This is an optimization exercise on Yosys and OpenROAD, whose aim is small area, a short achievable clock period and few clock cycles per item, not a production implementation.
At most, simulation tests tie the RTL to the original design; equivalence was not proved.

Setup of oak:
// hsl_to_rgb_converter_unit
module hsl_to_rgb_converter_unit #(
  parameter int FRACTION_BITS = hslrgb_pkg::FRACTION_BITS
) (
  input  logic             clk,
  input  logic             rst_n,
  input  logic             in_valid,
  output logic             in_stall,
  input  hslrgb_pkg::hsl_t in_data,
  output logic             out_valid,
  input  logic             out_stall,
  output hslrgb_pkg::rgb_t out_data
);
  logic       en;
  logic [3:0] vld_r;
  assign en       = !(vld_r[3] && out_stall);
  assign in_stall = !en;
  always_ff @(posedge clk) begin
    if (!rst_n) begin
      vld_r <= '0;
    end else if (en) begin
      vld_r <= {vld_r[2:0], in_valid};
    end
  end
  logic [11:0] lmin;
  logic        lhi;
  logic [6:0]  hh;
  logic [7:0]  hlo;
  logic [2:0]  sect;
  logic [3:0]  frac_hi;
  logic [11:0] k;
  always_comb begin
    lhi = in_data.lightness[12] | in_data.lightness[11];
    if (in_data.lightness[12])
      lmin = '0;
    else if (in_data.lightness[11])
      lmin = 12'd0 - in_data.lightness[11:0];
    else
      lmin = in_data.lightness[11:0];
    hh  = in_data.hue[14:8];
    hlo = in_data.hue[7:0];
    if (hh >= 7'd90) begin
      sect    = 3'd5;
      frac_hi = 4'd0;
    end else begin
      sect    = 3'(hh / 7'd15);
      frac_hi = 4'(hh % 7'd15);
    end
    if (hh >= 7'd90)
      k = '0;
    else if (sect[0])
      k = {4'd14 - frac_hi, ~hlo} + 12'd1;    
    else
      k = {frac_hi, hlo};                     
  end
  logic [11:0] s0_m_r, s0_k_r;
  logic [5:0]  s0_s1_r, s0_s2_r, s0_s3_r;
  logic [12:0] s0_m3_r;
  logic        s0_sfull_r, s0_lhi_r;
  logic [2:0]  s0_sect_r;
  logic [11:0] cmul;
  logic [12:0] c, lig;
  hslrgb_mul_c u_mul_c (
    .x_i    (s0_m_r),
    .x3_i   (s0_m3_r),
    .s1_i   (s0_s1_r),
    .s2_i   (s0_s2_r),
    .s3_i   (s0_s3_r),
    .prod_o (cmul)
  );
  logic [6:0] k_one, k_two;
  logic [5:0] k_neg;
  hslrgb_booth u_booth (
    .y_i   (s0_k_r),
    .one_o (k_one),
    .two_o (k_two),
    .neg_o (k_neg)
  );
  always_comb begin
    c   = s0_sfull_r ? {s0_m_r, 1'b0} : {1'b0, cmul};
    lig = s0_lhi_r ? (13'd4096 - 13'(s0_m_r)) : 13'(s0_m_r);
  end
  logic [12:0] s1_c_r, s1_l_r;
  logic [6:0]  s1_one_r, s1_two_r;
  logic [5:0]  s1_neg_r;
  logic [2:0]  s1_sect_r;
  logic [15:0] q;
  ...
Settings: LEC_CHECK=0, ABC_AREA=1, CAP_MARGIN=10, CORE_MARGIN=2, CORE_UTILIZATION=40, PLACE_DENSITY=0.6, SETUP_SLACK_MARGIN=2.2, SLEW_MARGIN=10; clock period 7.0 ns.
standard.sh (not shown) runs the stock make flow with config.mk's settings and CLKGATE_MAP_FILE= SYNTH_SCRIPT=/design/flow/synth_recipe.tcl, a recipe that flattens the netlist after the stock synthesis.
==> flow/flow/run.sh <==
#!/bin/bash
# The standard layout (the standard.sh: ORFS synthesis to finish) with two
# changes that keep the design and its registers as the standard synthesis
# makes them:
#  - after synthesis, flow/invopt.py removes inverters around full adders
#    (a full adder of inverted inputs gives inverted outputs), a purely
#    combinational rewrite of the netlist;
#  - the port buffers use the smallest plain buffer instead of the delay
#    buffer buffer_ports picks by default. Every port is still buffered.
set -euo pipefail
RES=orfs/results/${FLOW_PLATFORM:-sky130hd}/hsl_to_rgb_converter_unit/base
bash standard.sh synth > standard_synth.log 2>&1
cp $RES/1_2_yosys.v yosys_netlist_orig.v
if python3 flow/invopt.py yosys_netlist_orig.v yosys_netlist_opt.v > invopt.log 2>&1; then
  cp yosys_netlist_opt.v $RES/1_2_yosys.v
  rm -f $RES/1_synth.odb $RES/1_synth.sdc
fi
bash standard.sh "BUFFER_PORTS_ARGS=-buffer_cell sky130_fd_sc_hd__buf_1" finish > standard_flow.log 2>&1
Other scripts of this flow, unchanged in this note and not shown: flow/flow/invopt.py
oak: full flow OK, the timing, DRC and antenna checks passed
Testbench counts of oak, summed over its fixed seeds: cycles 8,032, items 8,000.
What pine does differently from oak at the input level:
Settings: SETUP_SLACK_MARGIN now 2.0, was 2.2; SLEW_MARGIN now 20, was 10; ABC_AREA no longer set, was 1; CAP_MARGIN now 20, was 10.
- In pine, met1 capacity usage during global routing is lower than in oak.
- Diff oak -> pine: routed wire length per instance picked up an extra 3.1%, mean cell area of the mapped netlist grew by 0.96 sq um.
- Diff oak -> pine: area used by multi-input combinational logic +470 sq um; post-cts sizing count fell by 5; last weighted congestion value of the routability-driven placer saw a decrease; vertical die dimension +0.75%.
- Capture point of the critical path: s1_c_r[11]$_DFFE_PN_ -> pine, s2_q_r[14]$_DFFE_PN_ -> oak
- Die outline area: pine vs oak up 1.5%
- Looking at met3 track utilization from global routing, pine sits 0.44 points above oak.
- The run showing the greater cell count after synthesis is oak.

hsl_to_rgb_converter_unit, a different RTL version from the one above (not shown whole).
Size: ~1,900 cells after synthesis, roughly 86 I/O pins, roughly 17,000 um2 of cells after synthesis.
==> flow/design.v (excerpt) <==
module hsl_to_rgb_converter_unit #(
  parameter int FRACTION_BITS = hslrgb_pkg::FRACTION_BITS
) (
  input  logic             clk,
  input  logic             rst_n,
  input  logic             in_valid,
  output logic             in_stall,
  input  hslrgb_pkg::hsl_t in_data,
  output logic             out_valid,
  input  logic             out_stall,
  output hslrgb_pkg::rgb_t out_data
);
export LEC_CHECK = 0
export ABC_AREA = 1
export CAP_MARGIN = 20
export CORE_MARGIN = 2
export CORE_UTILIZATION = 40
export PLACE_DENSITY = 0.6
export SETUP_SLACK_MARGIN = 2.2
export SLEW_MARGIN = 20
create_clock -name core_clock -period 7.0 [get_ports {clk}]
Scripts as last shown in full above: flow/flow/run.sh
Other scripts of this flow, unchanged in this note and not shown: flow/flow/invopt.py
Testbench counts at the start, summed over its fixed seeds: cycles 8,032, items 8,000.
Edit:
Settings changed: SETUP_SLACK_MARGIN 2.2 to 2.3.
What happened: Critical path depth increases by 2. Routed wire length increases by 1.2%. Area after synthesis is unchanged. Synthesized cell count is unchanged. Non-clock buffer count increases by 31.

Q:
Another version of the RTL of hsl_to_rgb_converter_unit (not shown whole).
Size in the first run: about 86 I/O pins, roughly 19000 µm² of cells after synthesis.
export LEC_CHECK = 0
export CAP_MARGIN = 20
export CORE_MARGIN = 2
export CORE_UTILIZATION = 40
export PLACE_DENSITY = 0.6
export SETUP_SLACK_MARGIN = 2.0
export SLEW_MARGIN = 20
create_clock -name core_clock -period 7.0 [get_ports {clk}]
==> flow/flow/run.sh <==
#!/bin/bash
# The standard layout (the standard.sh: ORFS synthesis to finish), except
# that the port buffers use the smallest plain buffer instead of the delay
# buffer buffer_ports picks by default. Every port is still buffered.
set -euo pipefail
bash standard.sh "BUFFER_PORTS_ARGS=-buffer_cell sky130_fd_sc_hd__buf_1" finish > standard_flow.log 2>&1
Q completed; timing, DRC and antenna clean
Input changes introduced in S (baseline for comparison: Q):
- SYNTH_HIERARCHICAL now 1, previously not set
==> flow/run.sh (new file) <==
#!/bin/bash
# synth_recipe.tcl (not shown) runs the flow's synth.tcl, then flattens the netlist and writes it again
# the make line also repeats each setting of config.mk as NAME=value (left out here)
make -C /OpenROAD-flow-scripts/flow DESIGN_CONFIG=/design/flow/config.mk WORK_HOME=/design/flow/orfs CLKGATE_MAP_FILE= SYNTH_SCRIPT=/design/flow/synth_recipe.tcl finish
removed: flow/flow/run.sh
removed: flow/standard.sh
Notes after the runs:
On global-route wire length before repair: S sits above Q.
S — first-iteration DRC count 313 higher, Q as reference
S ended up with a higher layout filler cell count than Q did.
Signed area change from the synthesized netlist to the final layout: higher on S
From Q to S the numbers moved as follows: total wire length after detailed routing +4300 µm; non-clock buffer count -12.
Function was not checked in any run of this note: the RTL went through the layout flow alone.

red:
hsl_to_rgb_converter_unit, a different RTL version from the one above (not shown whole).
Size in the first run: ~170 flip-flops, about 86 I/O pins.
Settings: LEC_CHECK=0, CAP_MARGIN=20, CORE_MARGIN=2, CORE_UTILIZATION=40, PLACE_DENSITY=0.6, SETUP_SLACK_MARGIN=1.5, SLEW_MARGIN=20; clock period 7.0 ns.
run.sh (not shown) runs the stock make flow with config.mk's settings and CLKGATE_MAP_FILE= SYNTH_SCRIPT=/design/flow/synth_recipe.tcl, a recipe that flattens the netlist after the stock synthesis.
Stock flow here: none of the scripts above is used.
Testbench counts of red, summed over its fixed seeds: cycles 8,032, items 8,000.
Relative to red, the following input files were edited for blue:
- a deleted SETUP_SLACK_MARGIN that had been 1.5
## What came out
- Max slew at the pin closest to its max-slew limit across blue and red: red
- Compared with red, placement density in the core of blue is lower.
- Shortest period the worst path allows on blue is behind red.
- Looking at blue and red, the count of clock-buffer cells in the layout is a wash.
- In the tables for blue and red, non-clock buffer count in the final layout reads lower with blue.
- blue vs. red: routed wire length moved down; path length in cells of the critical path moved up; design area moved down.
Modified inputs, green compared to blue
- SETUP_SLACK_MARGIN newly set to 2.5
[summary]
- green vs blue — number of design-rule violations left by the first detailed-router iteration rose 20%.
- In terms of met3 global-route usage, blue and green differ only marginally.

== the reference run ==
hsl_to_rgb_converter_unit with an RTL version that a note above also has.
Size in the first run: roughly 1,900 cells after synthesis, ~86 I/O pins, about 17,000 sq um of cells after synthesis.
Settings: LEC_CHECK=0, ABC_AREA=1, CAP_MARGIN=20, CORE_MARGIN=2, CORE_UTILIZATION=40, PLACE_DENSITY=0.6, SETUP_SLACK_MARGIN=2.0, SLEW_MARGIN=20; clock period 7.0 ns.
standard.sh (not shown) runs the stock make flow with config.mk's settings and CLKGATE_MAP_FILE= SYNTH_SCRIPT=/design/flow/synth_recipe.tcl, a recipe that flattens the netlist after the stock synthesis.
==> flow/flow/run.sh <==
#!/bin/bash
# The standard layout (the standard.sh: ORFS synthesis to finish) with two
# changes that keep the design and its registers as the standard synthesis
# makes them:
#  - after synthesis, flow/invopt.py removes inverters around full adders
#    (a full adder of inverted inputs gives inverted outputs), a purely
#    combinational rewrite of the netlist;
#  - the port buffers use the smallest plain buffer instead of the delay
#    buffer buffer_ports picks by default. Every port is still buffered.
set -euo pipefail
RES=orfs/results/${FLOW_PLATFORM:-sky130hd}/hsl_to_rgb_converter_unit/base
bash standard.sh synth > standard_synth.log 2>&1
cp $RES/1_2_yosys.v yosys_netlist_orig.v
if python3 flow/invopt.py yosys_netlist_orig.v yosys_netlist_opt.v > invopt.log 2>&1; then
  cp yosys_netlist_opt.v $RES/1_2_yosys.v
  rm -f $RES/1_synth.odb $RES/1_synth.sdc
fi
bash standard.sh "BUFFER_PORTS_ARGS=-buffer_cell sky130_fd_sc_hd__buf_1" finish > standard_flow.log 2>&1
Other scripts of this flow, unchanged in this note and not shown: flow/flow/invopt.py
Testbench counts of the reference run, summed over its fixed seeds: cycles 8,032, items 8,000.
Input changes introduced in the trial run (baseline for comparison: the reference run):
Settings: a deleted ABC_AREA that had been 1.
### Flow results
Final core utilization in the trial run is 0.49 points above the reference run. Worst setup slack was lower in the run labelled the trial run. Of the two candidates, the reference run has the worse via count and the trial run the better one. On count of clock-buffer cells in the layout: between the reference run and the trial run, it ends up lower for the reference run. The reference run -> the trial run: wire length of the first global-routing pass decreased by a few percent. The trial run falls short of the reference run in register-to-register slack.

hsl_to_rgb_converter_unit with an RTL version that a note above also has.
Size: roughly 1900 cells after synthesis, ~86 I/O pins, roughly 18000 µm² of cells after synthesis.
## hsl_to_rgb_converter_unit
module hsl_to_rgb_converter_unit #(
  parameter int FRACTION_BITS = hslrgb_pkg::FRACTION_BITS
) (
  input  logic             clk,
  input  logic             rst_n,
  input  logic             in_valid,
  output logic             in_stall,
  input  hslrgb_pkg::hsl_t in_data,
  output logic             out_valid,
  input  logic             out_stall,
  output hslrgb_pkg::rgb_t out_data
);
Settings: LEC_CHECK=0, CAP_MARGIN=20, CORE_MARGIN=2, CORE_UTILIZATION=40, CTS_BUF_LIST=sky130_fd_sc_hd__clkbuf_4 sky130_fd_sc_hd__clkbuf_8, PLACE_DENSITY=0.6, SETUP_SLACK_MARGIN=1.5, SLEW_MARGIN=20; clock period 7.0 ns.
run.sh (not shown) runs the stock make flow with config.mk's settings and CLKGATE_MAP_FILE= SYNTH_SCRIPT=/design/flow/synth_recipe.tcl, a recipe that flattens the netlist after the stock synthesis.
Stock flow here: none of the scripts above is used.
Testbench counts at the start, summed over its fixed seeds: cycles 8,032, items 8,000.
Then changed:
ABC_CLOCK_PERIOD_IN_PS = 1500   (was unset)
CTS_BUF_LIST = unset   (was sky130_fd_sc_hd__clkbuf_4 sky130_fd_sc_hd__clkbuf_8)
The new run produced a clean layout. Setup slack improved by 0.0054 ns. Final cell count hardly moves. Final area came out higher by about 1%. Hold slack degrades by 0.0034 ns. Die area stays the same. Fmax hardly moves.
Then changed:
ABC_CLOCK_PERIOD_IN_PS = unset   (was 1500)
SETUP_SLACK_MARGIN = 1.0   (was 1.5)
Effect: The changed run finished with timing, DRC and antenna clean; wire length drops by about 2.8%; final area came out lower by about 3%; count of clock-buffer cells in the layout stays the same; first-iteration DRC count went down by about 9%; final cell count decreases by 2.5%; worst hold slack hardly moves; area after synthesis stays the same; utilization goes down by 1.3 points.
Then changed:
==> flow/flow/run.sh (new file) <==
#!/bin/bash
# The standard layout (the standard.sh: ORFS synthesis to finish), except
# that the port buffers use the smallest plain buffer instead of the delay
# buffer buffer_ports picks by default. Every port is still buffered.
set -euo pipefail
bash standard.sh "BUFFER_PORTS_ARGS=-buffer_cell sky130_fd_sc_hd__buf_1" finish > standard_flow.log 2>&1
==> flow/standard.sh (new file) <==
#!/bin/bash
# synth_recipe.tcl (not shown) runs the flow's synth.tcl, then flattens the netlist and writes it again
# the make line also repeats each setting of config.mk as NAME=value (left out here)
make -C /OpenROAD-flow-scripts/flow DESIGN_CONFIG=/design/flow/config.mk WORK_HOME=/design/flow/orfs CLKGATE_MAP_FILE= SYNTH_SCRIPT=/design/flow/synth_recipe.tcl "${@:-finish}"
SETUP_SLACK_MARGIN = 1.5   (was 1.0)
removed: flow/run.sh
Via count rose slightly.
Final cell count rose by a few percent.
First-iteration DRC count fell by a little under a tenth.
Synthesized cell count is unchanged.

== MS ==
RTL: one of the versions met above, not the one the previous note started from.
Size: roughly 86 I/O pins.
export LEC_CHECK = 0
export CAP_MARGIN = 20
export CORE_MARGIN = 2
export CORE_UTILIZATION = 40
export PLACE_DENSITY = 0.6
export SETUP_SLACK_MARGIN = 2.0
export SLEW_MARGIN = 20
create_clock -name core_clock -period 7.0 [get_ports {clk}]
standard.sh (not shown) runs the stock make flow with config.mk's settings and CLKGATE_MAP_FILE= SYNTH_SCRIPT=/design/flow/synth_recipe.tcl, a recipe that flattens the netlist after the stock synthesis.
==> flow/flow/run.sh <==
#!/bin/bash
# The standard layout (the standard.sh: ORFS synthesis to finish) with two
# changes that keep the design and its registers as the standard synthesis
# makes them:
#  - after synthesis, flow/invopt.py removes inverters around full adders
#    (a full adder of inverted inputs gives inverted outputs), a purely
#    combinational rewrite of the netlist;
#  - the port buffers use the smallest plain buffer instead of the delay
#    buffer buffer_ports picks by default. Every port is still buffered.
set -euo pipefail
RES=orfs/results/${FLOW_PLATFORM:-sky130hd}/hsl_to_rgb_converter_unit/base
bash standard.sh synth > standard_synth.log 2>&1
cp $RES/1_2_yosys.v yosys_netlist_orig.v
if python3 flow/invopt.py yosys_netlist_orig.v yosys_netlist_opt.v > invopt.log 2>&1; then
  cp yosys_netlist_opt.v $RES/1_2_yosys.v
  rm -f $RES/1_synth.odb $RES/1_synth.sdc
fi
bash standard.sh "BUFFER_PORTS_ARGS=-buffer_cell sky130_fd_sc_hd__buf_1" finish > standard_flow.log 2>&1
Other scripts of this flow, unchanged in this note and not shown: flow/flow/invopt.py
MS reached the final stage; the timing, DRC and antenna checks on its layout passed.
#### Input delta (TR over MS)
- GPL_TIMING_DRIVEN now 1, previously not set
Notes after the runs:
Via count: TR vs MS identical
~same wire length on met2 in TR and MS
Per the comparison of TR with MS, worst endpoint required time shows no meaningful change, sequential share of cell area shows no meaningful change.
TR vs. MS: worst setup slack essentially unchanged; total routed wirelength essentially unchanged.
No run of this note included a check of the RTL's function; only the layout flow was run.

what the ideal ports hide:
How much do the figures lean on ideal ports? The routed layouts below were timed once more, with nothing changed but the port constraints. Step 1 assumes that a clkbuf_16 drives the clock port and a buf_2 every other input. Step 2 moves the port delays by t, midway between the first and last clock arrival at a register: inputs arrive t later, outputs are due t later. That takes back most of the time a late clock gives input paths. Three values: ideal, step 1, step 2; two values: the first two.
| run | t, ns | slack for setup (ns) | worst setup path at the end | slew at the worst register clock pin (ns) | worst slew at a driven data input, ns |
|---|---|---|---|---|---|
| oak | 0.515 | 2.235 / 2.235 / 2.235 | register to register | 0.09 / 0.09 | 0.06 |
| pine | 0.517 | 2.122 / 2.122 / 1.886 | input to register | 0.08 / 0.08 | 0.05 |
| the first run of note 2 | 0.514 | 2.344 / 2.344 / 2.090 | input to register | 0.08 / 0.08 | 0.04 |
| the second run of note 2 | 0.508 | 2.352 / 2.352 / 2.158 | input to register | 0.07 / 0.07 | 0.04 |
| Q | 0.540 | 2.106 / 2.106 / 2.106 | register to register | 0.08 / 0.08 | 0.05 |
| S | 0.534 | 2.105 / 2.105 / 1.865 | input to register | 0.08 / 0.08 | 0.06 |
| red | 0.530 | 1.724 / 1.724 / 1.724 | register to register | 0.07 / 0.07 | 0.03 |
| blue | 0.531 | 1.345 / 1.345 / 1.345 | register to register | 0.07 / 0.07 | 0.03 |
| green | 0.508 | 1.830 / 1.830 / 1.830 | register to register | 0.08 / 0.08 | 0.04 |
| the reference run | 0.513 | 2.200 / 2.200 / 2.104 | input to register | 0.08 / 0.08 | 0.04 |
| the trial run | 0.530 | 2.072 / 2.072 / 2.072 | register to register | 0.07 / 0.07 | 0.04 |
| the first run of note 6 | 0.598 | 1.719 / 1.719 / 1.719 | register to register | 0.11 / 0.11 | 0.03 |
| the second run of note 6 | 0.530 | 1.724 / 1.724 / 1.724 | register to register | 0.07 / 0.07 | 0.03 |
| the third run of note 6 | 0.531 | 1.345 / 1.345 / 1.345 | register to register | 0.07 / 0.07 | 0.03 |
| the fourth run of note 6 | 0.534 | 1.647 / 1.647 / 1.647 | register to register | 0.08 / 0.08 | 0.05 |
| MS | 0.530 | 2.072 / 2.072 / 2.072 | register to register | 0.07 / 0.07 | 0.04 |
| TR | 0.530 | 2.072 / 2.072 / 2.072 | register to register | 0.07 / 0.07 | 0.04 |
After both steps setup and hold are still met in every run listed. For the first run of note 2, which loses most, drivers alone change the setup slack by 0.000 ns; drivers and shift together by -0.254 ns.
